From an optimization exercise on the open Yosys and OpenROAD flow, aimed at small area and few clock cycles; shortcuts taken in it are not production practice.
RTL that was checked went through simulation tests only; none was proved equivalent to the original.
No functional check of the RTL was part of runs 2 to 4.
Power is estimated from default activity; no workload was simulated. The clock port is modelled as an ideal driver; clocking choices that lean on that would not hold on a real chip.

**config.mk**
```make
export PLATFORM = sky130hd
export DESIGN_NAME = sdp_rdma_top
export DESIGN_NICKNAME = sdp_rdma_top
export VERILOG_FILES = /design/flow/design.v
export SDC_FILE = /design/flow/constraint.sdc
export NUM_CORES = 4
export LEC_CHECK = 0
export CAP_MARGIN = 20
export CORE_MARGIN = 2
export CORE_UTILIZATION = 40
export SLEW_MARGIN = 20
```
**constraint.sdc**
```tcl
create_clock -name core_clock -period 5.0 [get_ports {nvdla_core_clk}]
set_input_delay 1.0000 -clock core_clock [delete_from_list [all_inputs] [get_ports {nvdla_core_clk}]]
set_output_delay 1.0000 -clock core_clock [all_outputs]
set_load 0.01 [all_outputs]
```
**design.v**
```verilog
`timescale 1ns/10ps
package sdp_rdma_reg_pkg;
  typedef struct packed {
    logic                            write;   
    logic [8-1:0] addr;    
    logic [31:0]                     wdata;
  } csb_req_t;
  typedef struct packed {
    logic        wr_ack;   
    logic [31:0] rdata;
  } csb_resp_t;
  typedef struct packed {
    logic [32-1:0] base;
    logic [32-1:0] stride;   
    logic [13-1:0]  count;    
  } rdma_cfg_t;
endpackage
`timescale 1ns/10ps
package sdp_rdma_dma_pkg;
  typedef struct packed {
    logic [32-1:0] addr;
  } dma_rd_req_t;
  typedef struct packed {
    logic [64-1:0] data;
  } dma_rd_rsp_t;
  typedef struct packed {
    logic [64-1:0] data;
    logic                        last;   
  } dp_data_t;
endpackage
`timescale 1ns/10ps
module sdp_rdma_engine
(
  input  logic        nvdla_core_clk,
  input  logic        nvdla_core_rstn,
  input  logic        start,
  input  logic [31:0] base,
  input  logic [31:0] stride,
  input  logic [12:0] count,
  output logic        busy,        
  output logic        busy_next,   
  output logic        rd_req_valid,
  input  logic        rd_req_ready,
  output logic [31:0] rd_req_addr,
  input  logic        rd_rsp_valid,
  output logic        rd_rsp_ready,
  input  logic [63:0] rd_rsp_data,
  output logic        dp_valid,
  input  logic        dp_ready,
  output logic [63:0] dp_data,
  output logic        dp_last
);
  logic [31:0] addr;
  logic [12:0] left;        
  logic [2:0]  rq;
  logic [2:0]  wp;
  logic [2:0]  rp;
  logic [63:0] mem [4];
  logic [2:0]  credit;
  logic        left_nz;
  logic        empty;
  logic        dp_hs;
  logic        req_hs;
  assign credit   = rq - rp;
  assign left_nz  = (left != '0);
  assign empty    = (wp == rp);
  assign dp_valid = ~empty | rd_rsp_valid;
  assign dp_data  = empty ? rd_rsp_data : mem[rp[1:0]];
  assign dp_last  = ~left_nz & (credit == 3'd1);
  assign dp_hs    = dp_valid & dp_ready;
  assign rd_rsp_ready = 1'b1;
  assign rd_req_addr  = addr;
  assign rd_req_valid = left_nz & (~credit[2] | dp_hs);
  assign req_hs       = rd_req_valid & rd_req_ready;
  assign busy      = left_nz | (credit != 3'd0);
  assign busy_next = left_nz | (credit != {2'd0, dp_hs});
  always_ff @(posedge nvdla_core_clk or negedge nvdla_core_rstn) begin
    if (!nvdla_core_rstn) begin
      left <= '0;
      rq   <= '0;
      wp   <= '0;
      rp   <= '0;
    end else begin
      if (start) begin
        left <= count;
      end else if (req_hs) begin
        left <= left - 1'b1;
      end
      if (req_hs) rq <= rq + 1'b1;
      if (rd_rsp_valid) wp <= wp + 1'b1;
      if (dp_hs) rp <= rp + 1'b1;
    end
  end
  always_ff @(posedge nvdla_core_clk) begin
    if (start) begin
      addr <= base;
    end else if (req_hs) begin
      addr <= addr + stride;
    end
    if (rd_rsp_valid) begin
      mem[wp[1:0]] <= rd_rsp_data;
    end
  end
endmodule
`timescale 1ns/10ps
module sdp_rdma_reg
(
  input  logic        nvdla_core_clk,
  input  logic        nvdla_core_rstn,
  input  logic        csb_req_valid,
  input  logic        csb_req_write,
  input  logic [7:0]  csb_req_addr,
  input  logic [31:0] csb_req_wdata,
  output logic        csb_resp_valid,
  output logic        csb_resp_wr_ack,
  output logic [31:0] csb_resp_rdata,
  output logic        src_start,
  output logic        bs_start,
  output logic [31:0] src_base,
  output logic [31:0] src_stride,
  output logic [12:0] src_count,
  output logic [31:0] bs_base,
  output logic [31:0] bs_stride,
  output logic [12:0] bs_count,
  input  logic        src_busy,
  input  logic        bs_busy,
  input  logic        src_busy_next,
  input  logic        bs_busy_next
);
  logic        flying_mode;
  logic        bs_disable;
  logic        wr_en;
  logic        start;
  logic        resp_hit;    
  logic [2:0]  resp_sel;
  logic        resp_op;     
  assign wr_en     = csb_req_valid & csb_req_write;
  assign start     = wr_en & (csb_req_addr == 8'h00) & csb_req_wdata[0] &
                     ~(src_busy | bs_busy);
  assign src_start = start & ~flying_mode;
  assign bs_start  = start & ~bs_disable;
  always_ff @(posedge nvdla_core_clk or negedge nvdla_core_rstn) begin
    if (!nvdla_core_rstn) begin
      flying_mode    <= 1'b0;
      bs_disable     <= 1'b0;
      src_base       <= '0;
      src_stride     <= '0;
      src_count      <= '0;
      bs_base        <= '0;
      bs_stride      <= '0;
      bs_count       <= '0;
      csb_resp_valid <= 1'b0;
    end else begin
      csb_resp_valid <= csb_req_valid;
      if (wr_en) begin
        case (csb_req_addr)
          8'h01:       {bs_disable, flying_mode} <= csb_req_wdata[1:0];
          8'h02:   src_base   <= csb_req_wdata;
          8'h03: src_stride <= csb_req_wdata;
          8'h04:  src_count  <= csb_req_wdata[12:0];
          8'h05:    bs_base    <= csb_req_wdata;
          8'h06:  bs_stride  <= csb_req_wdata;
          8'h07:   bs_count   <= csb_req_wdata[12:0];
          default:                  ;
        endcase
      end
    end
  end
  always_ff @(posedge nvdla_core_clk) begin
    csb_resp_wr_ack <= csb_req_write;
    resp_hit        <= ~csb_req_write & (csb_req_addr[7:3] == 5'd0);
    resp_sel        <= csb_req_addr[2:0];
    resp_op         <= src_busy_next | bs_busy_next;
  end
  always_comb begin
    csb_resp_rdata = '0;
    if (resp_hit) begin
      case (resp_sel)
        3'd0: csb_resp_rdata = {31'd0, resp_op};
        3'd1: csb_resp_rdata = {30'd0, bs_disable, flying_mode};
        3'd2: csb_resp_rdata = src_base;
        3'd3: csb_resp_rdata = src_stride;
        3'd4: csb_resp_rdata = {19'd0, src_count};
        3'd5: csb_resp_rdata = bs_base;
        3'd6: csb_resp_rdata = bs_stride;
        default: csb_resp_rdata = {19'd0, bs_count};
      endcase
    end
  end
endmodule
`timescale 1ns/10ps
module sdp_rdma_top (
  input  logic        nvdla_core_clk,
  input  logic        nvdla_core_rstn,
  input  logic        csb_req_valid,
  output logic        csb_req_ready,
  input  logic        csb_req_write,
  input  logic [7:0]  csb_req_addr,
  input  logic [31:0] csb_req_wdata,
  output logic        csb_resp_valid,
  output logic        csb_resp_wr_ack,
  output logic [31:0] csb_resp_rdata,
  output logic        src_rd_req_valid,
  input  logic        src_rd_req_ready,
  output logic [31:0] src_rd_req_addr,
  input  logic        src_rd_rsp_valid,
  output logic        src_rd_rsp_ready,
  input  logic [63:0] src_rd_rsp_data,
  output logic        bs_rd_req_valid,
  input  logic        bs_rd_req_ready,
  output logic [31:0] bs_rd_req_addr,
  input  logic        bs_rd_rsp_valid,
  output logic        bs_rd_rsp_ready,
  input  logic [63:0] bs_rd_rsp_data,
  output logic        mrdma2cmux_valid,
  input  logic        mrdma2cmux_ready,
  output logic [63:0] mrdma2cmux_data,
  output logic        mrdma2cmux_last,
  output logic        brdma2dp_valid,
  input  logic        brdma2dp_ready,
  output logic [63:0] brdma2dp_data,
  output logic        brdma2dp_last
);
  logic        src_start, bs_start;
  logic [31:0] src_base, src_stride, bs_base, bs_stride;
  logic [12:0] src_count, bs_count;
  logic        src_busy, bs_busy, src_busy_next, bs_busy_next;
  assign csb_req_ready = 1'b1;   
  sdp_rdma_reg u_reg (
    .nvdla_core_clk  (nvdla_core_clk),
    .nvdla_core_rstn (nvdla_core_rstn),
    .csb_req_valid   (csb_req_valid),
    .csb_req_write   (csb_req_write),
    .csb_req_addr    (csb_req_addr),
    .csb_req_wdata   (csb_req_wdata),
    .csb_resp_valid  (csb_resp_valid),
    .csb_resp_wr_ack (csb_resp_wr_ack),
    .csb_resp_rdata  (csb_resp_rdata),
    .src_start       (src_start),
    .bs_start        (bs_start),
    .src_base        (src_base),
    .src_stride      (src_stride),
    .src_count       (src_count),
    .bs_base         (bs_base),
    .bs_stride       (bs_stride),
    .bs_count        (bs_count),
    .src_busy        (src_busy),
    .bs_busy         (bs_busy),
    .src_busy_next   (src_busy_next),
    .bs_busy_next    (bs_busy_next)
  );
  sdp_rdma_engine u_mrdma (
    .nvdla_core_clk  (nvdla_core_clk),
    .nvdla_core_rstn (nvdla_core_rstn),
    .start           (src_start),
    .base            (src_base),
    .stride          (src_stride),
    .count           (src_count),
    .busy            (src_busy),
    .busy_next       (src_busy_next),
    .rd_req_valid    (src_rd_req_valid),
    .rd_req_ready    (src_rd_req_ready),
    .rd_req_addr     (src_rd_req_addr),
    .rd_rsp_valid    (src_rd_rsp_valid),
    .rd_rsp_ready    (src_rd_rsp_ready),
    .rd_rsp_data     (src_rd_rsp_data),
    .dp_valid        (mrdma2cmux_valid),
    .dp_ready        (mrdma2cmux_ready),
    .dp_data         (mrdma2cmux_data),
    .dp_last         (mrdma2cmux_last)
  );
  sdp_rdma_engine u_brdma (
    .nvdla_core_clk  (nvdla_core_clk),
    .nvdla_core_rstn (nvdla_core_rstn),
    .start           (bs_start),
    .base            (bs_base),
    .stride          (bs_stride),
    .count           (bs_count),
    .busy            (bs_busy),
    .busy_next       (bs_busy_next),
    .rd_req_valid    (bs_rd_req_valid),
    .rd_req_ready    (bs_rd_req_ready),
    .rd_req_addr     (bs_rd_req_addr),
    .rd_rsp_valid    (bs_rd_rsp_valid),
    .rd_rsp_ready    (bs_rd_rsp_ready),
    .rd_rsp_data     (bs_rd_rsp_data),
    .dp_valid        (brdma2dp_valid),
    .dp_ready        (brdma2dp_ready),
    .dp_data         (brdma2dp_data),
    .dp_last         (brdma2dp_last)
  );
endmodule
```
**run.sh**
```bash
#!/bin/bash
# synth_recipe.tcl (not shown) runs the flow's synth.tcl, then flattens the netlist and writes it again
# the make line also repeats each setting of config.mk as NAME=value (left out here)
make -C /OpenROAD-flow-scripts/flow DESIGN_CONFIG=/design/flow/config.mk WORK_HOME=/design/flow/orfs CLKGATE_MAP_FILE= SYNTH_SCRIPT=/design/flow/synth_recipe.tcl finish
```
==> results_dict.tcl, run 1 <==
set metrics [dict create \
    crit_path_end_kind "primary output" \
    ctsHoldBuffers 0 \
    grt.overflow.total 0 \
    htree_levels 3 \
    dp_cells 3763 \
    ys_seq_area_frac 0.637 \
    yosys.area.top_type "edfxtp_1" \
    synth_edf_count 576 \
    crit_arrival_ps 3460 \
    ant_nets 0 \
    place_hpwl_mm 63.3 \
    slowest_stage "clkdlybuf4s50_1" \
    ys.warnings.count 2 \
    swShare 0.328 \
    status "timing/DRC/antenna clean" \
    fin_cells 3922 \
    reg2reg_setup_slack_ps 990 \
    reg2reg_depth 11 \
    io_pins 413 \
    tns_ps 0 \
    clkPwrFrac 0.245 \
    drt_iter0_markers 1620 \
    wire_per_inst_um 23.9 \
    avgSynthCellArea_um2 15.5 \
    start_util 0.405 \
    ir_worst_vdd_v 0.000414 \
    vias 21700 \
    port_buffers 409 \
    gp_congestion 0.902 \
    tritoncts "yes" \
    critPathKind "register to primary output" \
    slowest_delay_ps 630 \
    postCtsSetupRepairBufs 0 \
    crit_path_max_fanout 23 \
    ys_ff_latch 783 \
    cp_cell_sequence "and3b_1 > buf_4 > a22o_1 > a221oi_1 > a21boi_0 > clkdlybuf4s50_1" \
    p_switching_mw 8.54 \
    skew_ps 30.2 \
    core_area_um2 87000 \
    slew_headroom 0.289 \
    comb_power_share 0.404 \
    clk_latency_ps 650 \
    wl_mm 93.7 \
    hold_viol_final 0 \
    ys.flop_type "edfxtp_1" \
    required_ps 4000 \
    post_drt_via_cell_ratio 5.52 \
    fmax_mhz 224 \
    setup_viol_count_final 0 \
    synthToLayoutAreaGrowth_pct 23.9 \
    dr.pass1.iters 5 \
    clockBufferDepth 3 \
    dieHeight_um 301 \
    sequentialPowerShare 0.351 \
    synth_area_leaders "edfxtp_1 (49%), dfrtp_1 (14%), mux2_2 (9.2%)" \
    cts-buffers-inserted 87 \
    grtUsageTotal 0.205 \
    die_w_um 301 \
    max-cap-violations 0 \
    p_leak_nw 16.1 \
    grt_pass1_wl_mm 141 \
    final.fill_count 7358 \
    synth_top_area_share 0.491 \
    fin_nets 2959 \
    whs_ps 422 \
    fin_crit_sh 0.892 \
    hold_class "input pin to asynchronous set/reset pin" \
    grt_max_degree 109 \
    power.density_nw_per_um2 596 \
    grt_pass1_vias 22300 \
    start_kind "register" \
    rsz0062_at_grt "false" \
    p_int_mw 17.5 \
    synth_cell_type_count 73 \
    clock_sinks 783 \
    antenna_found_initial 19 \
    drive_gt1_frac 0.226 \
    drc_errors 0 \
    ctsResizeCount 0 \
    slew_viol_final 0 \
    syn_inst 2271 \
    fp-row-count 108 \
    synth_area_um2 35300 \
    fin_crit_ps 4460 \
    cts-root-buf "clkbuf_16" \
    path_clk_slew_ps 60 \
    die_area_um2 90500 \
    tightest_slew_ps 1070 \
    async_flop_share 0.257 \
]
-- flip-flops by register name (all words and copies together) (netlist names), 13 cells and up --
name              cells
u_reg.bs_stride      32
u_reg.src_count      13
u_reg.bs_count       13
u_mrdma.left         13
u_mrdma.mem         256
u_reg.src_stride     32
u_brdma.mem         256
u_reg.src_base       32
u_brdma.addr         32
u_reg.bs_base        32
u_brdma.left         13
u_mrdma.addr         32
-- power groups by stage --
stage | clock network [mW] | registers, mW | logic (mW)
after detailed placement | 0 | 9.28 | 10.6
final | 6.38 | 9.15 | 10.5
after global placement | 0 | 9.21 | 10.6
after global routing | 6.77 | 9.25 | 11.3
after CTS | 6.52 | 9.16 | 10.7
after floorplan | 0 | 9.17 | 5.79
-- cell usage after synthesis, types with 4 or more instances --
master / number
a21o_1: 24
nand4_1: 14
o21ai_0: 113
and2_1: 14
o211ai_1: 7
dfrtp_1: 201
o41ai_1: 4
edfxtp_1: 576
a22oi_1: 52
and3_1: 9
nor2_1: 57
fa_1: 4
a21boi_0: 13
o21bai_1: 7
o21a_1: 6
nor2b_1: 8
a211oi_1: 4
a31o_2: 6
mux4_2: 128
or2_2: 5
nand2_1: 151
buf_2: 12
a221oi_1: 15
a221o_1: 5
buf_1: 27
dfxtp_1: 6
xor2_1: 37
nor4_1: 12
ha_1: 80
clkbuf_1: 74
nor3_1: 12
inv_1: 31
a22o_1: 11
a21oi_1: 112
a31oi_1: 8
mux2_2: 289
and4_1: 4
nand3_1: 26
mux2i_1: 4
xnor2_1: 47
o31ai_1: 4
nor3b_1: 5
-- cell usage in the layout (no fill, tap or decap), types with 9 or more instances in the layout --
cell / instances
nor2_1: 56
a21boi_0: 13
nand2_1: 151
dfrtp_1: 197
edfxtp_1: 576
xor2_1: 37
clkbuf_1: 19
a221oi_1: 15
nor3_1: 12
nand3_1: 23
clkdlybuf4s50_1: 408
ha_1: 80
nand4_1: 14
a22o_1: 11
o21ai_0: 113
buf_4: 35
clkinv_1: 12
nor4_1: 12
inv_1: 31
xnor2_1: 47
a22oi_1: 52
mux4_2: 128
clkinv_2: 17
mux2_2: 289
and3_1: 9
a21oi_1: 112
clkbuf_16: 88
a21o_1: 24
-- cells by family after synthesis --
group | Yosys count | synth area share
DFF | 783 | 0.637
muxes | 421 | 0.175
AOI/OAI and AO/OA | 413 | 0.0740
and+or+nand+nor | 336 | 0.0460
buffers and inverters | 149 | 0.0166
adders and majority gates | 84 | 0.0307
xor gates and xnor gates | 84 | 0.0209
other | 1 | 0.000106
-- metrics by stage --
stage	setup slack (ps)	area, um2	power (mW)	util
floorplan	1330	35300	15.0	-
global placement	993	40800	19.8	0.469
detailed placement	1030	40800	19.9	0.469
CTS	372	43700	26.4	0.502
global route	298	43700	27.4	0.502
finish	541	43700	26.1	0.502
-- layout make-up --
cell class / count / area [um2] / share of cell area
repair buffers: 451 / 4500 / 0.103
well taps: 1155 / 1450 / 0.0331
flip-flops and latches: 783 / 22500 / 0.514
multi-input cells: 1341 / 12300 / 0.281
clock buffers: 112 / 2340 / 0.0536
inverters: 33 / 125 / 0.00286
clock inverters: 45 / 539 / 0.0123
diodes: 2 / 5.00 / 0.000115
-- final timing paths --
| path | start | end |
|---|---|---|
| max | u_reg.resp_sel[0] | csb_resp_rdata[12] |
| min | nvdla_core_rstn | u_reg.src_count[6] |
| max reg2reg | u_brdma.addr[0] | u_brdma.addr[28] |
| min reg2reg | u_brdma.wp[2] | u_brdma.wp[2] |
| max in group asynchronous | nvdla_core_rstn | u_reg.src_base[31] |
| min in group core_clock | u_brdma.wp[2] | u_brdma.wp[2] |
-- critical path, delay by kind of cell, from the launching register on --
kind | cells | cell delay [ps]
buf+inv | 2 | 1080
simple gates | 1 | 480
compound gates | 3 | 640
flops | 1 | 610
-- per-layer routing --
| layer | vias to the layer above | track usage | part of all wire |
|---|---|---|---|
| met5 | - | 0 | 0.0023 |
| met4 | 32 | 0.0734 | 0.034 |
| met3 | 204 | 0.0558 | 0.072 |
| met2 | 673 | 0.336 | 0.48 |
| met1 | 11000 | 0.262 | 0.41 |
| li1 | 9738 | - | - |
Testbench counts, summed over its fixed seeds: cycles 62,552.
==> run 2: changes to the inputs <==
--- a/design.v
+++ b/design.v
@@ -61,11 +61,17 @@
   logic        empty;
   logic        dp_hs;
   logic        req_hs;
+  logic [3:0]  sel;
   assign credit   = rq - rp;
   assign left_nz  = (left != '0);
   assign empty    = (wp == rp);
   assign dp_valid = ~empty | rd_rsp_valid;
-  assign dp_data  = empty ? rd_rsp_data : mem[rp[1:0]];
+  always_comb begin
+    for (int i = 0; i < 4; i++) sel[i] = ~empty & (rp[1:0] == 2'(i));
+  end
+  assign dp_data  = ({64{empty}}  & rd_rsp_data) |
+                    ({64{sel[0]}} & mem[0]) | ({64{sel[1]}} & mem[1]) |
+                    ({64{sel[2]}} & mem[2]) | ({64{sel[3]}} & mem[3]);
   assign dp_last  = ~left_nz & (credit == 3'd1);
   assign dp_hs    = dp_valid & dp_ready;
   assign rd_rsp_ready = 1'b1;
==> run 2 against run 1 <==
  * Via count increased by 8.2%
  * Sequential power decreased by 0.4%
  * Global-route usage increased by 1.1 points
  * Synthesized area decreased by 2.7%
  * Sequential cell count unchanged
  * Largest cell class unchanged
==> results_dict.tcl, run 2 <==
set metrics [dict create \
    status "timing/DRC/antenna clean" \
    p_leak_nw 16.0 \
    synth_area_leaders "edfxtp_1 (50%), dfrtp_1 (15%), a22oi_1 (6.8%)" \
    io_pins 413 \
    skew_ps 62.7 \
    crit_path_max_fanout 65 \
    cp_cell_sequence "xor2_1 > nor3_2 > buf_4 > a22oi_1 > nand3_1 > clkdlybuf4s50_1" \
    tightest_slew_ps 1090 \
    fmax_mhz 210 \
    critPathKind "register to primary output" \
    drc_errors 0 \
    clk_latency_ps 670 \
    reg2reg_setup_slack_ps 1320 \
    drive_gt1_frac 0.117 \
    port_buffers 409 \
    post_drt_via_cell_ratio 5.59 \
    crit_path_end_kind "primary output" \
    ctsHoldBuffers 0 \
    synth_top_area_share 0.504 \
    drt_iter0_markers 1985 \
    fin_area_um2 42600 \
    postCtsSetupRepairBufs 0 \
    multi_input_area_um2 11300 \
    grt_pass1_wl_mm 147 \
    required_ps 4000 \
    ctsResizeCount 0 \
    die_area_um2 88100 \
    tns_ps 0 \
    wire_per_inst_um 23.3 \
    ys.flop_type "edfxtp_1" \
    path_clk_slew_ps 60 \
    max-cap-violations 0 \
    clockBufferDepth 3 \
    fin_nets 3240 \
    fin_crit_sh 0.952 \
    async_flop_share 0.257 \
    layout.area.seq_um2 22400 \
    grt_pass1_vias 23700 \
    core_area_um2 85100 \
    reg2reg_depth 10 \
    critPathCapture "mrdma2cmux_data[51]" \
    cp_num_cells 6 \
    dr.pass1.iters 5 \
    final.fill_count 7383 \
    cts-buffers-inserted 87 \
    cts-root-buf "clkbuf_16" \
    mostFrequentLayoutCells "edfxtp_1 (576), clkdlybuf4s50_1 (408), a22oi_1 (309)" \
    critPathTopFamily "buffers and inverters" \
    gp_congestion 0.867 \
    grt_max_degree 128 \
    dieHeight_um 297 \
    hold_class "input pin to asynchronous set/reset pin" \
    grt.overflow.total 0 \
    clock_sinks 783 \
    synth_area_um2 34300 \
    synthToLayoutAreaGrowth_pct 24.1 \
    avgSynthCellArea_um2 13.4 \
    ir_worst_vdd_v 0.000468 \
    fp-row-count 107 \
    place_area_um2 39800 \
    vias 23500 \
    ys_ff_latch 783 \
    fin_cells 4193 \
    final_common_cell "edfxtp_1" \
    setup_viol_count_final 0 \
    tritoncts "yes" \
    ant_nets 0 \
    start_kind "register" \
    syn_inst 2567 \
    antenna_found_initial 12 \
    r2r-end "u_brdma.addr[28]" \
    startpoint "u_mrdma.rp[1]" \
    slowest_stage "buf_4" \
    ys_seq_area_frac 0.654 \
    synth_most_common_cell "edfxtp_1" \
    reg2reg_from "u_reg.bs_stride[0]" \
    dp_cells 4027 \
    wl_mm 97.8 \
    crit_arrival_ps 3760 \
    hold_viol_final 0 \
    slew_headroom 0.275 \
    ys.warnings.count 2 \
    rsz0062_at_grt "false" \
    slew_viol_final 0 \
    slowest_delay_ps 760 \
    synth_common_cells "edfxtp_1 (576), a22oi_1 (309), nand2_1 (254), dfrtp_1 (201), mux2_2 (157)" \
    total_power_mw 26.1 \
    path_buf_inv 2 \
    fin_crit_ps 4760 \
    htree_levels 3 \
    place_hpwl_mm 65.2 \
    die_w_um 297 \
    synth_edf_count 576 \
    grtUsageTotal 0.216 \
    synth_cell_type_count 81 \
    yosys.area.top_type "edfxtp_1" \
    start_util 0.403 \
    power.density_nw_per_um2 613 \
]
-- run 2: final cells by class --
cell class	instances	area share
antenna	6	0.000352
clock buffer	113	0.0546
clock inverter	47	0.0103
inverter	33	0.00291
multi-input combinational	1612	0.265
sequential	783	0.527
tap	1144	0.0336
timing repair buffer	455	0.106
-- run 2: per-layer routing --
metal | share of wire | global-route usage | up-vias
met5 | 0.00082 | 0 | -
met4 | 0.020 | 0.0614 | 12
met3 | 0.060 | 0.0444 | 128
met2 | 0.51 | 0.367 | 692
met1 | 0.41 | 0.279 | 11900
li1 | - | - | 10700
-- run 2: metrics by stage --
step | utilization | setup WS (ps) | hold WS (ps)
global placement | 0.468 | 967 | 478
floorplan | - | 1450 | 457
finish | 0.500 | 238 | 375
CTS | 0.500 | 181 | 377
global route | 0.500 | 45.4 | 423
detailed placement | 0.468 | 892 | 479
-- run 2: where the power goes --
group	switching [mW]	internal, mW	total, mW
logic	6.11	4.76	10.9
clock network	2.67	3.48	6.15
registers	0.614	8.50	9.11
total	9.40	16.7	26.1
-- run 2: how the worst min path moves through the flow --
stage,from,end,slack (ps)
floorplan,u_reg.bs_count[10],u_brdma.left[10],460
global placement,u_brdma.wp[2],u_brdma.wp[2],480
detailed placement,u_brdma.wp[2],u_brdma.wp[2],480
CTS,nvdla_core_rstn,u_mrdma.rp[1],380
global route,nvdla_core_rstn,u_reg.src_stride[31],420
finish,nvdla_core_rstn,u_reg.src_stride[31],380
-- run 2: cells by family (layout without fill, tap and decap cells) --
group | after synthesis | count (layout) | synth area share
flops | 783 | 783 | 0.654
fa+ha+maj | 90 | 90 | 0.0337
simple gates | 600 | 600 | 0.0822
mux | 160 | 160 | 0.0524
xor+xnor | 83 | 83 | 0.0212
other cells | 1 | 9 | 0.000109
compound gates | 676 | 676 | 0.136
buf+inv | 174 | 648 | 0.0199
==> run 3: changes to the inputs <==
--- a/config.mk
+++ b/config.mk
@@ -8,4 +8,6 @@
 export CAP_MARGIN = 20
 export CORE_MARGIN = 2
 export CORE_UTILIZATION = 40
+export CTS_BUF_LIST = sky130_fd_sc_hd__clkbuf_8
+export CTS_CLUSTER_SIZE = 16
 export SLEW_MARGIN = 20
==> run 3 against run 2 <==
  * Still clean on timing, DRC and antenna
  * Fmax fell by 0.33%
  * Combinational power about the same
  * Cell count grew 1.8%
  * Sequential power about the same
  * Worst hold slack got worse by 150 ps
  * Utilization down 0.17 points
  * First-iteration DRC count fell by 3.3%
  * Via count rose by 0.58%
  * Die area stayed put
  * Sequential cell count did not move
  * Cell area down 0.33%
  * Critical endpoint is now mrdma2cmux_data[41]
  * Largest cell class unchanged
  * Largest power group unchanged
  * Highest routed layer unchanged
==> results_dict.tcl, run 3 <==
set metrics [dict create \
    port_buffers 409 \
    slew_viol_final 0 \
    yosys.area.top_type "edfxtp_1" \
    tightest_slew_ps 1050 \
    clkPwrFrac 0.221 \
    rsz0062_at_grt "false" \
    wl_mm 98.1 \
    fin_crit_ps 4780 \
    die_w_um 297 \
    async_flop_share 0.257 \
    ir_worst_vdd_v 0.000434 \
    grt_pass1_wl_mm 148 \
    tns_ps 0 \
    critPathCapture "mrdma2cmux_data[41]" \
    synthToLayoutAreaGrowth_pct 23.7 \
    clockBufferDepth 3 \
    drt_iter0_markers 1919 \
    cts-buffers-inserted 136 \
    dieHeight_um 297 \
    clk_latency_ps 810 \
    reg2reg_depth 10 \
    core_area_um2 85100 \
    ys_seq_area_frac 0.654 \
    die_area_um2 88100 \
    synth_edf_count 576 \
    synth_most_common_cell "edfxtp_1" \
    antenna_found_initial 13 \
    place_hpwl_mm 65.2 \
    synth_common_cells "edfxtp_1 (576), a22oi_1 (309), nand2_1 (254), dfrtp_1 (201), mux2_2 (157)" \
    dp_cells 4027 \
    hold_viol_final 0 \
    r2r-end "u_brdma.addr[28]" \
    mostFrequentLayoutCells "edfxtp_1 (576), clkdlybuf4s50_1 (408), a22oi_1 (309)" \
    skew_ps 72.6 \
    fp-row-count 107 \
    fin_crit_sh 0.956 \
    htree_levels 4 \
    drive_gt1_frac 0.132 \
    synth_cell_type_count 81 \
    p_leak_nw 16.2 \
    reg2reg_setup_slack_ps 1360 \
    fin_cells 4268 \
    reg2reg_from "u_reg.bs_stride[0]" \
    tritoncts "yes" \
    hold_class "input pin to asynchronous set/reset pin" \
    ctsHoldBuffers 0 \
    setup_viol_count_final 0 \
    swShare 0.368 \
    final_common_cell "edfxtp_1" \
    avgSynthCellArea_um2 13.4 \
    crit_path_max_fanout 51 \
    ys.flop_type "edfxtp_1" \
    syn_inst 2567 \
    fin_nets 3289 \
    p_switching_mw 9.45 \
    p_int_mw 16.2 \
    clock_sinks 783 \
    grt_pass1_vias 24100 \
    wire_per_inst_um 23.0 \
    ant_nets 0 \
    max-cap-violations 0 \
    post_drt_via_cell_ratio 5.53 \
    slew_headroom 0.300 \
    path_clk_slew_ps 60 \
    io_pins 413 \
    power.density_nw_per_um2 605 \
    drc_errors 0 \
    status "timing/DRC/antenna clean" \
    vias 23600 \
    startpoint "u_mrdma.rp[1]" \
    required_ps 4000 \
    cts-root-buf "clkbuf_8" \
    crit_path_end_kind "primary output" \
    crit_arrival_ps 3780 \
    grt_max_degree 128 \
    total_power_mw 25.7 \
    start_kind "register" \
    ys_ff_latch 783 \
    fin_util 0.499 \
    gp_congestion 0.867 \
    comb_power_share 0.424 \
    fin_ws_ps 222 \
    ys.warnings.count 2 \
    grt.overflow.total 0 \
    dp_slack_ps 892 \
    final.fill_count 7473 \
    postCtsSetupRepairBufs 0 \
    grtUsageTotal 0.218 \
    start_util 0.403 \
    critPathKind "register to primary output" \
    synth_area_leaders "edfxtp_1 (50%), dfrtp_1 (15%), a22oi_1 (6.8%)" \
    sequentialPowerShare 0.355 \
    synth_top_area_share 0.504 \
    fmax_mhz 209 \
    synth_area_um2 34300 \
    dr.pass1.iters 5 \
]
## run 3: per-layer routing
metal	part of all wire	up-vias	wire (um)	global-route usage
li1	-	10800	-	-
met1	0.41	11900	40500	0.275
met2	0.50	705	48900	0.362
met3	0.062	160	6050	0.0563
met4	0.026	12	2580	0.0764
met5	0.00083	-	81	0
## run 3: what timing repair did
| item | 4_1_cts | 5_1_grt |
|---|---|---|
| endpoints found under the setup margin | 0 | 47 |
| gates resized for setup | 0 | 2 |
| hold endpoints to repair | 0 | 0 |
## run 3: how the worst min path moves through the flow
| stage | endpoint | from | slack, ps | cells after the start |
|---|---|---|---|---|
| 6_report | u_reg.src_stride[31] | nvdla_core_rstn | 220 | 1 |
| 5_1_grt | u_reg.src_base[28] | nvdla_core_rstn | 230 | 1 |
| 4_1_cts | u_reg.src_stride[31] | nvdla_core_rstn | 190 | 1 |
| 3_5_place_dp | u_brdma.wp[2] | u_brdma.wp[2] | 480 | 1 |
| 3_3_place_gp | u_brdma.wp[2] | u_brdma.wp[2] | 480 | 1 |
| 2_1_floorplan | u_brdma.left[10] | u_reg.bs_count[10] | 460 | 2 |
## run 3: power groups by stage
stage          clock [mW]  combinational (mW)  sequential [mW]
6_report             5.66                10.9             9.12
5_1_grt              6.10                11.8             9.23
4_1_cts              5.81                11.1             9.12
3_5_place_dp            0                11.0             9.24
3_3_place_gp            0                10.9             9.20
2_1_floorplan           0                5.38             9.19
## run 3: cells by family after synthesis
kind of cell / synth area share
multiplexers: 0.0524
adder cells (fa/ha/maj): 0.0337
buffers and inverters: 0.0199
other: 0.000109
AND/OR/NAND/NOR: 0.0822
flip-flops: 0.654
AO/OA/AOI/OAI: 0.136
XOR/XNOR: 0.0212
## run 3: through the flow
step           area, um2  hold WS, ps
3_5_place_dp       39800          479
2_1_floorplan      34300          457
5_1_grt            42500          233
6_report           42500          222
3_3_place_gp       39800          478
4_1_cts            42400          186
## run 3: critical path, stage by stage, from the launching register on
cell	delay, ps
dfrtp_1	460
xor2_1	200
nor3_2	650
nor2b_4	220
buf_4	410
a22oi_1	360
nand3_1	120
clkdlybuf4s50_1	530
## run 3: area by class of cell
type | count | area [um2] | share of cell area
sequential | 783 | 22400 | 0.529
tap | 1144 | 1430 | 0.0337
inverter | 33 | 124 | 0.00292
multi-input combinational | 1612 | 11300 | 0.266
timing repair buffer | 455 | 4530 | 0.107
clock buffer | 144 | 1980 | 0.0467
antenna | 7 | 17.5 | 0.000413
clock inverter | 90 | 626 | 0.0147
==> run 4: changes to the inputs <==
==> flow/run.sh (new file) <==
#!/bin/bash
# Layout flow: the standard flow (standard.sh, unchanged synthesis) with two
# layout choices of its own:
#  - port buffers are sky130_fd_sc_hd__buf_1 instead of the default pick, so
#    every input and output still gets its own buffer, only a smaller one;
#  - clock tree synthesis runs without dummy loads and with small clock buffers.
# Every tool's output goes to ORFS's own logs under orfs/logs; make's output
# goes to flow_make.log here.
set -euo pipefail
cd "$(dirname "$0")/.."
bash standard.sh \
  "BUFFER_PORTS_ARGS=-buffer_cell sky130_fd_sc_hd__buf_1" \
  "CTS_ARGS=-sink_clustering_enable -repair_clock_nets -dont_use_dummy_load -buf_list {sky130_fd_sc_hd__clkbuf_4 sky130_fd_sc_hd__clkbuf_8}" \
  finish > flow_make.log 2>&1
==> standard.sh (new file) <==
#!/bin/bash
# synth_recipe.tcl (not shown) runs the flow's synth.tcl, then flattens the netlist and writes it again
# the make line also repeats each setting of config.mk as NAME=value (left out here)
make -C /OpenROAD-flow-scripts/flow DESIGN_CONFIG=/design/flow/config.mk WORK_HOME=/design/flow/orfs CLKGATE_MAP_FILE= SYNTH_SCRIPT=/design/flow/synth_recipe.tcl "${@:-finish}"
--- a/config.mk
+++ b/config.mk
@@ -8,6 +8,4 @@
 export CAP_MARGIN = 20
 export CORE_MARGIN = 2
 export CORE_UTILIZATION = 40
-export CTS_BUF_LIST = sky130_fd_sc_hd__clkbuf_8
-export CTS_CLUSTER_SIZE = 16
 export SLEW_MARGIN = 20
removed: run.sh
==> run 4 against run 3 <==
  * Synthesized area is the same
  * Routed wire length shrank 3.0%
  * Utilization shrank 3.9 points
  * Non-clock buffer count is the same
  * Critical path depth grew 1
  * Clock power shrank 18%
  * Clock-buffer cell count shrank 9
  * Global-route usage shrank 0.74 points
  * Setup slack gained 390 ps
  * Sequential power is essentially flat
  * Via count grew 0.25%
  * Total power shrank 12%
==> results_dict.tcl, run 4 <==
set metrics [dict create \
    critPathKind "register to primary output" \
    final.fill_count 7789 \
    dieHeight_um 297 \
    ant_nets 0 \
    fin_nets 3288 \
    fin_ws_ps 613 \
    syn_inst 2567 \
    drt_iter0_markers 2028 \
    grt.overflow.total 0 \
    gp_congestion 0.887 \
    synth_area_leaders "edfxtp_1 (50%), dfrtp_1 (15%), a22oi_1 (6.8%)" \
    power.density_nw_per_um2 578 \
    dp_slack_ps 908 \
    fin_crit_sh 0.877 \
    grt_pass1_vias 23400 \
    synth_top_area_share 0.504 \
    crit_path_end_kind "primary output" \
    fin_area_um2 39100 \
    post_drt_via_cell_ratio 5.67 \
    p_leak_nw 14.6 \
    rsz0062_at_grt "false" \
    cpMostUsedCell "buf_4" \
    mostFrequentLayoutCells "edfxtp_1 (576), buf_1 (408), a22oi_1 (309)" \
    slowest_stage "buf_4" \
    reg2reg_setup_slack_ps 1350 \
    dp_cells 4027 \
    status "timing/DRC/antenna clean" \
    drc_errors 0 \
    htree_levels 4 \
    slew_headroom 0.317 \
    skew_ps 120 \
    fmax_mhz 228 \
    async_flop_share 0.257 \
    wire_per_inst_um 22.8 \
    path_clk_slew_ps 60 \
    hold_class "input pin to asynchronous set/reset pin" \
    clock_sinks 783 \
    clk_latency_ps 790 \
    grt_pass1_wl_mm 143 \
    ys_ff_latch 783 \
    cts-root-buf "clkbuf_8" \
    avgSynthCellArea_um2 13.4 \
    crit_path_max_fanout 58 \
    whs_ps 170 \
    ir_worst_vdd_v 0.000684 \
    hold_viol_final 0 \
    core_area_um2 85100 \
    cts-buffers-inserted 135 \
    grtUsageTotal 0.210 \
    fin_cells 4170 \
    place_hpwl_mm 63.4 \
    total_power_mw 22.6 \
    critPathTopFamily "buffers and inverters" \
    synthToLayoutAreaGrowth_pct 14.0 \
    die_area_um2 88100 \
    wl_mm 95.2 \
    ctsHoldBuffers 0 \
    yosys.area.top_type "edfxtp_1" \
    fin_crit_ps 4390 \
    synth_most_common_cell "edfxtp_1" \
    ctsResizeCount 0 \
    dr.pass1.iters 6 \
    cp_cell_sequence "xor2_1 > nor3_2 > buf_4 > nor2b_4 > buf_4 > a22oi_1 > nand3_1 > buf_1" \
    clockBufferDepth 3 \
    io_pins 413 \
    antenna_found_initial 18 \
    path_buf_inv 3 \
    synth_cell_type_count 81 \
    tns_ps 0 \
    setup_viol_count_final 0 \
    tritoncts "yes" \
    ys.warnings.count 2 \
    vias 23600 \
    grt_max_degree 84 \
    place_area_um2 37200 \
    tightest_slew_ps 1020 \
    start_util 0.403 \
    port_buffers 409 \
    required_ps 4000 \
    ys_seq_area_frac 0.654 \
    fp-row-count 107 \
    slew_viol_final 0 \
    slowest_delay_ps 700 \
    start_kind "register" \
    synth_edf_count 576 \
    postCtsSetupRepairBufs 0 \
    max-cap-violations 0 \
    crit_arrival_ps 3390 \
    final_common_cell "edfxtp_1" \
    drive_gt1_frac 0.124 \
    ys.flop_type "edfxtp_1" \
    die_w_um 297 \
    synth_common_cells "edfxtp_1 (576), a22oi_1 (309), nand2_1 (254), dfrtp_1 (201), mux2_2 (157)" \
    fin_util 0.459 \
    synth_area_um2 34300 \
]
## run 4: cell types whose count changed in the layout (fill, tap and decap cells not counted), sizes merged
cell	delta
clkbuf	-9
buf	+408
clkinvlp	-5
bufinv	-5
clkdlybuf4s50	-408
clkinv	-30
diode	+1
inv	-50
## run 4: path summary, 6_finish.rpt
kind / startpoint / endpoint / cells past startpoint
max reg2reg: u_reg.bs_stride[2] / u_brdma.addr[29] / 9
min: nvdla_core_rstn / u_reg.src_base[22] / 1
max: u_brdma.rp[1] / brdma2dp_data[0] / 8
min reg2reg: u_brdma.wp[2] / u_brdma.wp[2] / 1
max in group asynchronous: nvdla_core_rstn / u_reg.bs_count[7] / 2
min in group core_clock: csb_req_valid / u_reg.csb_resp_valid / 1
## run 4: worst register-to-register path, stage by stage (launching register included)
cell and delay [ps]:
dfrtp_1 430, ha_1 400, o21ai_0 140, o21ai_1 280, nand3_1 230, a2111oi_0 670
o21ai_0 260, a2111oi_0 680, o21a_1 190, o31ai_1 70
## run 4: logic make-up (layout without fill, tap and decap cells)
group / Yosys count / after routing / share of synthesized area
flops: 783 / 783 / 0.654
mux: 160 / 160 / 0.0524
buf+inv: 174 / 623 / 0.0199
compound gates: 676 / 676 / 0.136
xor+xnor: 83 / 83 / 0.0212
simple gates: 600 / 600 / 0.0822
fa+ha+maj: 90 / 90 / 0.0337
other cells: 1 / 11 / 0.000109
## run 4: layout make-up
class,count,area (um2),area share
Multi-Input combinational cell,1612,11300,0.289
Timing Repair Buffer,455,1940,0.0496
Antenna cell,8,20.0,0.000512
Clock buffer,135,1860,0.0475
Sequential cell,783,22400,0.574
Inverter,33,124,0.00317
Tap cell,1144,1430,0.0366
## run 4: metal layers
metal  wire length [um]  share of wire  vias up  track usage
met5                 95         0.0010        -            0
met4               2440          0.026       16       0.0735
met3               6740          0.071      175       0.0522
met2              47000           0.49      826        0.350
met1              38900           0.41    11900        0.268
li1                   -              -    10700            -
## run 4: power by group
group / total, mW / switching, mW / internal [mW]
combinational: 8.85 / 6.03 / 2.82
sequential: 9.13 / 0.621 / 8.51
clock: 4.63 / 2.26 / 2.37
total: 22.6 / 8.91 / 13.7
==> run 5: changes to the inputs <==
--- a/design.v
+++ b/design.v
@@ -37,6 +37,9 @@
   input  logic [31:0] base,
   input  logic [31:0] stride,
   input  logic [12:0] count,
+  input  logic        base_v,      
+  input  logic        stride_v,    
+  input  logic        count_v,
   output logic        busy,        
   output logic        busy_next,   
   output logic        rd_req_valid,
@@ -88,7 +91,7 @@
       rp   <= '0;
     end else begin
       if (start) begin
-        left <= count;
+        left <= count_v ? count : '0;
       end else if (req_hs) begin
         left <= left - 1'b1;
       end
@@ -99,8 +102,8 @@
   end
   always_ff @(posedge nvdla_core_clk) begin
     if (start) begin
-      addr <= base;
-    end else if (req_hs) begin
+      addr <= base_v ? base : '0;
+    end else if (req_hs & stride_v) begin
       addr <= addr + stride;
     end
     if (rd_rsp_valid) begin
@@ -128,6 +131,7 @@
   output logic [31:0] bs_base,
   output logic [31:0] bs_stride,
   output logic [12:0] bs_count,
+  output logic [5:0]  written,    
   input  logic        src_busy,
   input  logic        bs_busy,
   input  logic        src_busy_next,
@@ -137,6 +141,7 @@
   logic        bs_disable;
   logic        wr_en;
   logic        start;
+  logic [7:0]  wr_sel;
   logic        resp_hit;    
   logic [2:0]  resp_sel;
   logic        resp_op;     
@@ -145,34 +150,30 @@
                      ~(src_busy | bs_busy);
   assign src_start = start & ~flying_mode;
   assign bs_start  = start & ~bs_disable;
+  always_comb begin
+    for (int i = 0; i < 8; i++) wr_sel[i] = wr_en & (csb_req_addr == 8'(i));
+  end
   always_ff @(posedge nvdla_core_clk or negedge nvdla_core_rstn) begin
     if (!nvdla_core_rstn) begin
       flying_mode    <= 1'b0;
       bs_disable     <= 1'b0;
-      src_base       <= '0;
-      src_stride     <= '0;
-      src_count      <= '0;
-      bs_base        <= '0;
-      bs_stride      <= '0;
-      bs_count       <= '0;
+      written        <= '0;
       csb_resp_valid <= 1'b0;
     end else begin
       csb_resp_valid <= csb_req_valid;
-      if (wr_en) begin
-        case (csb_req_addr)
-          8'h01:       {bs_disable, flying_mode} <= csb_req_wdata[1:0];
-          8'h02:   src_base   <= csb_req_wdata;
-          8'h03: src_stride <= csb_req_wdata;
-          8'h04:  src_count  <= csb_req_wdata[12:0];
-          8'h05:    bs_base    <= csb_req_wdata;
-          8'h06:  bs_stride  <= csb_req_wdata;
-          8'h07:   bs_count   <= csb_req_wdata[12:0];
-          default:                  ;
-        endcase
-      end
+      if (wr_sel[1]) {bs_disable, flying_mode} <= csb_req_wdata[1:0];
+      written <= written | wr_sel[7:2];
     end
   end
   always_ff @(posedge nvdla_core_clk) begin
+    if (wr_sel[2]) src_base   <= csb_req_wdata;
+    if (wr_sel[3]) src_stride <= csb_req_wdata;
+    if (wr_sel[4]) src_count  <= csb_req_wdata[12:0];
+    if (wr_sel[5]) bs_base    <= csb_req_wdata;
+    if (wr_sel[6]) bs_stride  <= csb_req_wdata;
+    if (wr_sel[7]) bs_count   <= csb_req_wdata[12:0];
+  end
+  always_ff @(posedge nvdla_core_clk) begin
     csb_resp_wr_ack <= csb_req_write;
     resp_hit        <= ~csb_req_write & (csb_req_addr[7:3] == 5'd0);
     resp_sel        <= csb_req_addr[2:0];
@@ -184,12 +185,12 @@
       case (resp_sel)
         3'd0: csb_resp_rdata = {31'd0, resp_op};
         3'd1: csb_resp_rdata = {30'd0, bs_disable, flying_mode};
-        3'd2: csb_resp_rdata = src_base;
-        3'd3: csb_resp_rdata = src_stride;
-        3'd4: csb_resp_rdata = {19'd0, src_count};
-        3'd5: csb_resp_rdata = bs_base;
-        3'd6: csb_resp_rdata = bs_stride;
-        default: csb_resp_rdata = {19'd0, bs_count};
+        3'd2: csb_resp_rdata = written[0] ? src_base : '0;
+        3'd3: csb_resp_rdata = written[1] ? src_stride : '0;
+        3'd4: csb_resp_rdata = written[2] ? {19'd0, src_count} : '0;
+        3'd5: csb_resp_rdata = written[3] ? bs_base : '0;
+        3'd6: csb_resp_rdata = written[4] ? bs_stride : '0;
+        default: csb_resp_rdata = written[5] ? {19'd0, bs_count} : '0;
       endcase
     end
   end
@@ -231,6 +232,7 @@
   logic [31:0] src_base, src_stride, bs_base, bs_stride;
   logic [12:0] src_count, bs_count;
   logic        src_busy, bs_busy, src_busy_next, bs_busy_next;
+  logic [5:0]  written;
   assign csb_req_ready = 1'b1;   
   sdp_rdma_reg u_reg (
     .nvdla_core_clk  (nvdla_core_clk),
@@ -250,6 +252,7 @@
     .bs_base         (bs_base),
     .bs_stride       (bs_stride),
     .bs_count        (bs_count),
+    .written         (written),
     .src_busy        (src_busy),
     .bs_busy         (bs_busy),
     .src_busy_next   (src_busy_next),
@@ -262,6 +265,9 @@
     .base            (src_base),
     .stride          (src_stride),
     .count           (src_count),
+    .base_v          (written[0]),
+    .stride_v        (written[1]),
+    .count_v         (written[2]),
     .busy            (src_busy),
     .busy_next       (src_busy_next),
     .rd_req_valid    (src_rd_req_valid),
@@ -282,6 +288,9 @@
     .base            (bs_base),
     .stride          (bs_stride),
     .count           (bs_count),
+    .base_v          (written[3]),
+    .stride_v        (written[4]),
+    .count_v         (written[5]),
     .busy            (bs_busy),
     .busy_next       (bs_busy_next),
     .rd_req_valid    (bs_rd_req_valid),
==> flow/run.sh (replaced) <==
#!/bin/bash
# Layout flow: the standard flow (standard.sh, unchanged synthesis) with two
# layout choices of its own:
#  - port buffers are sky130_fd_sc_hd__buf_1 instead of the default pick, so
#    every input and output still gets its own buffer, only a smaller one;
#  - clock tree synthesis without dummy loads, with its own buffer list and
#    sink clustering.
# Every tool's output goes to ORFS's own logs under orfs/logs; make's output
# goes to flow_make.log in the folder the flow runs in.
set -euo pipefail
cd "$(dirname "$0")/.."
bash standard.sh \
  "BUFFER_PORTS_ARGS=-buffer_cell sky130_fd_sc_hd__buf_1" \
  "CTS_ARGS=-sink_clustering_enable -repair_clock_nets -dont_use_dummy_load -buf_list {sky130_fd_sc_hd__clkbuf_8} -sink_clustering_size 16 -sink_clustering_max_diameter 60" \
  finish > flow_make.log 2>&1
==> run 5 against run 4 <==
  * Global-route usage increased by 0.53 points
  * Total power decreased by 16%
  * First-iteration DRC count increased by 3.8%
  * Register-to-register slack improved by 240 ps
  * Clock skew increased by 0.98 ps
  * Largest power group unchanged
  * Fmax decreased by 4.2%
  * Still clean on timing, DRC and antenna
==> results_dict.tcl, run 5 <==
set metrics [dict create \
    mostFrequentLayoutCells "edfxtp_1 (730), buf_1 (408), a22oi_1 (259)" \
    fp-row-count 106 \
    slew_viol_final 0 \
    comb_power_share 0.370 \
    cp_cell_sequence "xor2_1 > nor3_2 > buf_4 > nor2b_4 > buf_4 > a22oi_1 > nand3_1 > buf_1" \
    total_power_mw 19.0 \
    core_area_um2 83600 \
    setup_viol_count_final 0 \
    ys.flop_type "edfxtp_1" \
    async_flop_share 0.0672 \
    fin_util 0.450 \
    hold_class "input pin to register" \
    io_pins 413 \
    wl_mm 96.6 \
    hold_start "csb_req_valid" \
    path_clk_slew_ps 100 \
    ys.warnings.count 2 \
    p_switching_mw 7.26 \
    synth_most_common_cell "edfxtp_1" \
    clock_sinks 789 \
    tritoncts "yes" \
    tns_ps 0 \
    yosys.area.top_type "edfxtp_1" \
    swShare 0.381 \
    required_ps 4000 \
    crit_path_end_kind "primary output" \
    antenna_found_initial 23 \
    synth_edf_count 730 \
    p_int_mw 11.8 \
    syn_inst 2467 \
    synth_cell_type_count 80 \
    final.fill_count 7513 \
    skew_ps 121 \
    synth_top_area_share 0.649 \
    tightest_slew_ps 1070 \
    synth_area_leaders "edfxtp_1 (65%), a22oi_1 (5.8%), dfrtp_1 (3.9%)" \
    slowest_stage "buf_4" \
    fin_ws_ps 422 \
    cts-buffers-inserted 73 \
    sequentialPowerShare 0.454 \
    synth_common_cells "edfxtp_1 (730), a22oi_1 (259), nand2_1 (231), nand3_1 (224), clkbuf_1 (120)" \
    rsz0062_at_grt "false" \
    reg2reg_from "u_mrdma.left[2]" \
    drc_errors 0 \
    grt_pass1_wl_mm 141 \
    start_util 0.404 \
    die_w_um 295 \
    synth_area_um2 33800 \
    crit_path_max_fanout 67 \
    grt_max_degree 68 \
    fin_cells 3950 \
    slowest_delay_ps 810 \
    drt_iter0_markers 2105 \
    cpMostUsedCell "buf_4" \
    dieHeight_um 295 \
    max-cap-violations 0 \
    hold_viol_final 0 \
    wire_per_inst_um 24.5 \
    clk_latency_ps 740 \
    ctsHoldBuffers 0 \
    ir_worst_vdd_v 0.000408 \
    post_drt_via_cell_ratio 5.74 \
    dp_slack_ps 751 \
    ys_seq_area_frac 0.692 \
    grtUsageTotal 0.215 \
    clockBufferDepth 3 \
    start_kind "register" \
    slew_headroom 0.288 \
    ctsResizeCount 0 \
    synthToLayoutAreaGrowth_pct 11.5 \
    ys_ff_latch 789 \
    status "timing/DRC/antenna clean" \
    postCtsSetupRepairBufs 0 \
    vias 22700 \
    final_common_cell "edfxtp_1" \
    grt_pass1_vias 22200 \
    p_leak_nw 12.4 \
    critPathKind "register to primary output" \
    fin_nets 3129 \
    die_area_um2 86700 \
    dr.pass1.iters 5 \
    startpoint "u_mrdma.wp[1]" \
    fin_crit_sh 0.916 \
    cts-root-buf "clkbuf_8" \
    ant_nets 0 \
    reg2reg_depth 8 \
    clkPwrFrac 0.176 \
    port_buffers 409 \
    gp_congestion 0.896 \
    avgSynthCellArea_um2 13.7 \
    fin_crit_ps 4580 \
    grt.overflow.total 0 \
    crit_arrival_ps 3580 \
    whs_path_depth 1 \
    drive_gt1_frac 0.0658 \
    htree_levels 3 \
    dp_cells 3866 \
    fmax_mhz 218 \
    power.density_nw_per_um2 506 \
    place_hpwl_mm 64.9 \
]
[run 5: critical path: cells and delay by family, from the launching register on]
kind	cells	cell delay, ps
xor gates and xnor gates	1	200
DFF	1	440
AOI/OAI and AO/OA	1	260
buffers and inverters	3	1360
and+or+nand+nor	3	610
[run 5: per-layer routing]
metal / up-vias / routed length [um] / GRT usage
li1: 10300 / - / -
met1: 11300 / 37100 / 0.267
met2: 867 / 49200 / 0.368
met3: 145 / 7750 / 0.0547
met4: 26 / 2400 / 0.0696
met5: - / 198 / 0
[run 5: final timing paths]
kind,end,slack (ps)
min in group asynchronous,u_brdma.left[0],470
max in group asynchronous,u_brdma.left[10],4000
max reg2reg,u_mrdma.addr[29],1590
min reg2reg,u_mrdma.rq[2],480
max,mrdma2cmux_data[57],420
min,u_reg.csb_resp_valid,460
[run 5: final cells by class]
type / count / area (um2) / share of cell area
Tap cell: 1080 / 1350 / 0.0359
Clock buffer: 73 / 1000 / 0.0267
Timing Repair Buffer: 462 / 1950 / 0.0517
Inverter: 31 / 116 / 0.00309
Sequential cell: 789 / 23400 / 0.621
Antenna cell: 11 / 27.5 / 0.000731
Multi-Input combinational cell: 1504 / 9820 / 0.261
[run 5: per-stage QoR]
step,instance area [um2],hold WS (ps)
finish,37600,460
global route,37600,417
CTS,37600,384
detailed placement,36600,472
global placement,36600,468
floorplan,33800,447
[run 5: power groups by stage]
stage          sequential (mW)  clock (mW)  combinational (mW)
4_1_cts                   8.64        3.45                7.16
6_report                  8.64        3.36                7.04
3_3_place_gp              8.74           0                7.05
2_1_floorplan             8.73           0                4.30
5_1_grt                   8.73        3.68                7.68
3_5_place_dp              8.79           0                7.14
[run 5: cells by family after synthesis]
logic type                 Yosys count  share of synthesized area
AOI/OAI and AO/OA                  647                      0.131
xor gates and xnor gates            94                     0.0248
adders and majority gates           90                     0.0342
buffers and inverters              176                     0.0204
DFF                                789                      0.692
muxes                                8                    0.00248
other                                1                   0.000111
and+or+nand+nor                    662                     0.0952
Testbench counts of run 5, summed over its fixed seeds: cycles 62,552.
==> run 6: changes to the inputs <==
--- a/flow/run.sh
+++ b/flow/run.sh
@@ -11,5 +11,5 @@
 cd "$(dirname "$0")/.."
 bash standard.sh \
   "BUFFER_PORTS_ARGS=-buffer_cell sky130_fd_sc_hd__buf_1" \
-  "CTS_ARGS=-sink_clustering_enable -repair_clock_nets -dont_use_dummy_load -buf_list {sky130_fd_sc_hd__clkbuf_8} -sink_clustering_size 16 -sink_clustering_max_diameter 60" \
+  "CTS_ARGS=-sink_clustering_enable -repair_clock_nets -dont_use_dummy_load -buf_list {sky130_fd_sc_hd__clkbuf_16} -sink_clustering_size 30 -sink_clustering_max_diameter 100" \
   finish > flow_make.log 2>&1
--- a/config.mk
+++ b/config.mk
@@ -7,5 +7,5 @@
 export LEC_CHECK = 0
 export CAP_MARGIN = 20
 export CORE_MARGIN = 2
-export CORE_UTILIZATION = 40
+export CORE_UTILIZATION = 65
 export SLEW_MARGIN = 20
==> run 6 against run 5 <==
  * Worst hold slack improved by 26 ps
  * Sequential power barely moved
  * Combinational power fell by 3%
  * Setup slack improved by 440 ps
  * Synthesized area did not move
  * Synthesized cell count did not move
  * Clock skew fell by 100 ps
  * Total power fell by 3.4%
  * Fmax rose by 11%
==> results_dict.tcl, run 6 <==
set metrics [dict create \
    synthSimpleGateAreaFrac 0.0952 \
    synth_top_area_share 0.649 \
    dr.pass1.iters 6 \
    synth_cell_type_count 80 \
    final_common_cell "edfxtp_1" \
    fmax_mhz 242 \
    crit_arrival_ps 3130 \
    slew_viol_final 0 \
    antenna_found_initial 5 \
    drc_errors 0 \
    slew_headroom 0.300 \
    avgSynthCellArea_um2 13.7 \
    p_leak_nw 12.2 \
    synth_edf_count 730 \
    rsz0062_at_grt "false" \
    grt_max_degree 66 \
    required_ps 4000 \
    fin_nets 3074 \
    mostFrequentLayoutCells "edfxtp_1 (730), buf_1 (408), a22oi_1 (259)" \
    fin_util 0.718 \
    power.density_nw_per_um2 499 \
    synth_xor_area_frac 0.0248 \
    post_drt_via_cell_ratio 6.53 \
    status "timing/DRC/antenna clean" \
    max-cap-violations 0 \
    fin_crit_sh 0.827 \
    synth_top_family_by_area "compound AO/OA/AOI/OAI gates" \
    path_clk_slew_ps 110 \
    reg2reg_from "u_mrdma.rp[0]" \
    wl_mm 85.6 \
    synth_area_leaders "edfxtp_1 (65%), a22oi_1 (5.8%), dfrtp_1 (3.9%)" \
    yosys.area.top_type "edfxtp_1" \
    place_hpwl_mm 57.1 \
    critPathKind "register to primary output" \
    core_area_um2 51300 \
    htree_levels 1 \
    synth_compound_area_frac 0.131 \
    fin_crit_ps 4130 \
    skew_ps 21.7 \
    ys_seq_area_frac 0.692 \
    port_buffers 409 \
    synth_most_common_cell "edfxtp_1" \
    synth_fa_ha_area_frac 0.0342 \
    muxShareOfSynthArea 0.00248 \
    tritoncts "yes" \
    clock_sinks 789 \
    postCtsSetupRepairBufs 0 \
    cts-root-buf "clkbuf_16" \
    die_w_um 232 \
    hold_viol_final 0 \
    setup_viol_count_final 0 \
    grtUsageTotal 0.313 \
    ir_worst_vdd_v 0.000569 \
    dieHeight_um 232 \
    ctsHoldBuffers 0 \
    grt_pass1_vias 21500 \
    synth_area_um2 33800 \
    tightest_slew_ps 1050 \
    ctsResizeCount 0 \
    io_pins 413 \
    ys.warnings.count 2 \
    wire_per_inst_um 24.5 \
    start_util 0.658 \
    startpoint "u_reg.resp_sel[2]" \
    vias 22800 \
    clk_latency_ps 620 \
    drt_iter0_markers 2318 \
    grt.overflow.total 0 \
    cts-buffers-inserted 30 \
    hold_class "input pin to asynchronous set/reset pin" \
    ys.flop_type "edfxtp_1" \
    tns_ps 0 \
    syn_inst 2467 \
    async_flop_share 0.0672 \
    synthToLayoutAreaGrowth_pct 9.11 \
    synth_common_cells "edfxtp_1 (730), a22oi_1 (259), nand2_1 (231), nand3_1 (224), clkbuf_1 (120)" \
    ant_nets 0 \
    grt_pass1_wl_mm 128 \
    start_kind "register" \
    gp_congestion 0.960 \
    clockBufferDepth 3 \
    crit_path_max_fanout 12 \
    fp-row-count 83 \
    drive_gt1_frac 0.0478 \
    crit_path_end_kind "primary output" \
    ys_ff_latch 789 \
    die_area_um2 53800 \
]
## run 6: cell counts after synthesis
No cell type changed its count.
## run 6: routing by layer
metal  up-vias  part of all wire  GRT usage
met3       106              0.10     0.0577
li1      10300                 -          -
met4         4             0.025     0.0743
met1     11300              0.40      0.466
met2      1171              0.47      0.486
met5         -           0.00027          0
## run 6: layout make-up
type | count | area, um2
sequential | 789 | 23400
inverter | 31 | 116
tap | 680 | 851
multi-input combinational | 1504 | 9830
antenna | 5 | 12.5
clock buffer | 30 | 751
timing repair buffer | 450 | 1910
fill | 3502 | 14500
## run 6: report_power, final
part | total (mW) | internal, mW | switching, mW
combinational | 6.86 | 2.20 | 4.66
sequential | 8.64 | 8.27 | 0.373
clock | 2.89 | 1.08 | 1.82
## run 6: worst paths after layout
path / to / slack, ps / cells after the start
max reg2reg: u_mrdma.addr[26] / 1540 / 9
max: csb_resp_rdata[4] / 870 / 5
max in group asynchronous: u_reg.written[0] / 3970 / 2
min: u_reg.written[3] / 490 / 2
min in group core_clock: u_mrdma.rq[2] / 490 / 1
min reg2reg: u_mrdma.rq[2] / 490 / 1
## run 6: critical path, cell delays in order, from the launching register on
cell and delay, ps:
dfxtp_1 610, nor3b_1 800, buf_4 290, nand3_1 110, a41oi_1 490, buf_1 200
## run 6: through the flow
stage          worst slack [ps]  power, mW  cell area [um2]  hold WS, ps  cells
2_1_floorplan               215       13.0            33800          447   2469
3_3_place_gp                930       15.5            36100          469   3454
3_5_place_dp                885       15.7            36100          477   3454
4_1_cts                     868       18.5            36800          477   3484
5_1_grt                     681       19.3            36800          484   3487
6_report                    867       18.4            36800          486   3489
## run 6: logic make-up (layout without fill, tap and decap cells)
kind of cell | Yosys count | after routing
AO/OA/AOI/OAI | 647 | 647
XOR/XNOR | 94 | 94
adder cells (fa/ha/maj) | 90 | 90
buffers and inverters | 176 | 511
flip-flops | 789 | 789
multiplexers | 8 | 8
other | 1 | 8
AND/OR/NAND/NOR | 662 | 662
==> run 7: changes to the inputs <==
--- a/config.mk
+++ b/config.mk
@@ -7,5 +7,5 @@
 export LEC_CHECK = 0
 export CAP_MARGIN = 20
 export CORE_MARGIN = 2
-export CORE_UTILIZATION = 65
+export CORE_UTILIZATION = 40
 export SLEW_MARGIN = 20
==> run 7 against run 6 <==
  * Via count down 1.2%
  * Die area up 61%
  * Synthesized area unchanged
  * Non-clock buffer count up 12
  * Total power up 3.1%
  * Largest cell class unchanged
  * Fmax down 8.3%
  * Still clean on timing, DRC and antenna
  * Combinational power up 2%
  * Utilization down 27 points
  * Clock-buffer cell count up 7
  * Register-to-register slack better by 40 ps
  * Global-route usage down 10 points
  * Critical path depth up 3
==> results_dict.tcl, run 7 <==
set metrics [dict create \
    status "timing/DRC/antenna clean" \
    fin_nets 3093 \
    power.density_nw_per_um2 505 \
    crit_path_end_kind "primary output" \
    wl_mm 95.6 \
    synth_most_common_cell "edfxtp_1" \
    die_area_um2 86700 \
    drc_errors 0 \
    final.fill_count 7493 \
    fmax_mhz 222 \
    dr.pass1.iters 5 \
    skew_ps 109 \
    slowest_stage "buf_4" \
    htree_levels 2 \
    required_ps 4000 \
    start_util 0.404 \
    p_switching_mw 7.15 \
    synth_area_um2 33800 \
    setup_viol_count_final 0 \
    async_flop_share 0.0672 \
    ant_nets 0 \
    fp-row-count 106 \
    crit_path_max_fanout 67 \
    tns_ps 0 \
    clockBufferDepth 3 \
    grt_pass1_vias 21900 \
    cts-buffers-inserted 37 \
    ys_seq_area_frac 0.692 \
    max-cap-violations 0 \
    mostFrequentLayoutCells "edfxtp_1 (730), buf_1 (408), a22oi_1 (259)" \
    synth_edf_count 730 \
    p_leak_nw 12.3 \
    core_area_um2 83600 \
    start_kind "register" \
    p_int_mw 11.8 \
    yosys.area.top_type "edfxtp_1" \
    post_drt_via_cell_ratio 5.76 \
    port_buffers 409 \
    dieHeight_um 295 \
    ctsHoldBuffers 0 \
    hold_viol_final 0 \
    total_power_mw 19.0 \
    ys_ff_latch 789 \
    grt_max_degree 68 \
    crit_arrival_ps 3510 \
    sequentialPowerShare 0.456 \
    slew_viol_final 0 \
    drt_iter0_markers 2017 \
    critPathKind "register to primary output" \
    cpMostUsedCell "buf_4" \
    cp_cell_sequence "xor2_1 > nor3_2 > buf_4 > nor2b_4 > buf_4 > a22oi_1 > nand3_1 > buf_1" \
    syn_inst 2467 \
    ir_worst_vdd_v 0.000343 \
    ctsResizeCount 0 \
    antenna_found_initial 21 \
    fin_crit_ps 4510 \
    drive_gt1_frac 0.0538 \
    place_hpwl_mm 64.9 \
    clock_sinks 789 \
    cts-root-buf "clkbuf_16" \
    grt_pass1_wl_mm 140 \
    clkPwrFrac 0.174 \
    grt.overflow.total 0 \
    final_common_cell "edfxtp_1" \
    slew_headroom 0.300 \
    rsz0062_at_grt "false" \
    grtUsageTotal 0.213 \
    synthToLayoutAreaGrowth_pct 11.2 \
    swShare 0.377 \
    synth_cell_type_count 80 \
    reg2reg_setup_slack_ps 1580 \
    die_w_um 295 \
    slowest_delay_ps 790 \
    tightest_slew_ps 1050 \
    clk_latency_ps 610 \
    gp_congestion 0.896 \
    ys.flop_type "edfxtp_1" \
    synth_area_leaders "edfxtp_1 (65%), a22oi_1 (5.8%), dfrtp_1 (3.9%)" \
    vias 22500 \
    avgSynthCellArea_um2 13.7 \
    io_pins 413 \
    synth_common_cells "edfxtp_1 (730), a22oi_1 (259), nand2_1 (231), nand3_1 (224), clkbuf_1 (120)" \
    ys.warnings.count 2 \
    synth_top_area_share 0.649 \
    wire_per_inst_um 24.4 \
    comb_power_share 0.371 \
    tritoncts "yes" \
    path_clk_slew_ps 110 \
    hold_class "register to register" \
    fin_crit_sh 0.902 \
    postCtsSetupRepairBufs 0 \
]
-- run 7: area by class of cell --
type | instances | area (um2) | share of cell area
Antenna cell | 9 | 22.5 | 0.000600
Clock buffer | 37 | 926 | 0.0247
Inverter | 31 | 116 | 0.00310
Multi-Input combinational cell | 1504 | 9820 | 0.262
Sequential cell | 789 | 23400 | 0.622
Tap cell | 1080 | 1350 | 0.0360
Timing Repair Buffer | 462 | 1950 | 0.0518
-- run 7: logic make-up after synthesis --
kind of cell,synth area share
adder cells (fa/ha/maj),0.0342
XOR/XNOR,0.0248
AO/OA/AOI/OAI,0.131
other,0.000111
buffers and inverters,0.0204
AND/OR/NAND/NOR,0.0952
flip-flops,0.692
multiplexers,0.00248
-- run 7: metal layers --
metal | part of all wire | vias up | global-route usage
met4 | 0.025 | 22 | 0.0560
met5 | 0.0014 | - | 0
met1 | 0.38 | 11300 | 0.267
met2 | 0.51 | 787 | 0.368
met3 | 0.079 | 127 | 0.0501
li1 | - | 10300 | -
-- run 7: worst paths after layout --
kind | cells past startpoint | startpoint | end
setup / recovery | 8 | u_mrdma.wp[1] | mrdma2cmux_data[57]
hold / removal | 1 | u_mrdma.rq[2] | u_mrdma.rq[2]
max in group asynchronous | 2 | nvdla_core_rstn | u_reg.written[3]
min in group asynchronous | 2 | nvdla_core_rstn | u_mrdma.wp[1]
setup reg to reg | 8 | u_mrdma.left[2] | u_mrdma.addr[29]
hold reg to reg | 1 | u_mrdma.rq[2] | u_mrdma.rq[2]
-- run 7: worst max-delay path: cells and delay by family, from the launching register on --
family                    cells  cell delay (ps)
buffers and inverters         3             1320
DFF                           1              440
xor gates and xnor gates      1              200
AOI/OAI and AO/OA             1              260
and+or+nand+nor               3              590
-- run 7: power groups by stage --
stage               combinational [mW]  sequential (mW)  clock, mW
finish                            7.03             8.64       3.29
global route                      7.69             8.72       3.58
CTS                               7.16             8.64       3.37
detailed placement                7.14             8.79          0
global placement                  7.05             8.74          0
floorplan                         4.30             8.73          0
-- run 7: stage by stage --
step	instance area (um2)	util	std cells	setup WS (ps)	hold WS, ps
final	37600	0.449	3912	492	476
after global routing	37500	0.449	3908	252	499
after CTS	37500	0.449	3903	413	484
after detailed placement	36600	0.438	3866	751	472
after global placement	36600	0.438	3866	856	468
after floorplan	33800	-	2469	215	447

[separate check: timing with driven ports]
No port has a modelled driver above. Below, the same layouts with a new extraction and two added sets of constraints. Step 1, drivers: a clkbuf_16 drives nvdla_core_clk and a buf_2 each remaining input, both assumed. Step 2 adds t to the input delays and takes it off the output delays; t is the mean of the earliest and latest rising clock arrival at the registers after step 1. Input paths then give back, and output paths get back, about the clock's delay inside the block. Three values: ideal ports, drivers, drivers and shift; two values: the first two.
run	shift t [ns]	setup WS [ns]	latest minus earliest clock arrival (ns)
run 1	0.706	0.541 / 0.477 / 0.990	0.044 / 0.044
run 2	0.700	0.238 / 0.173 / 0.872	0.064 / 0.065
run 3	0.832	0.222 / 0.161 / 0.920	0.073 / 0.074
run 4	0.804	0.613 / 0.543 / 0.844	0.121 / 0.120
run 5	0.729	0.422 / 0.353 / 0.708	0.158 / 0.158
run 6	0.683	0.867 / 0.801 / 0.901	0.037 / 0.038
run 7	0.630	0.492 / 0.423 / 0.774	0.116 / 0.116
After both steps setup and hold are still met in every run listed.
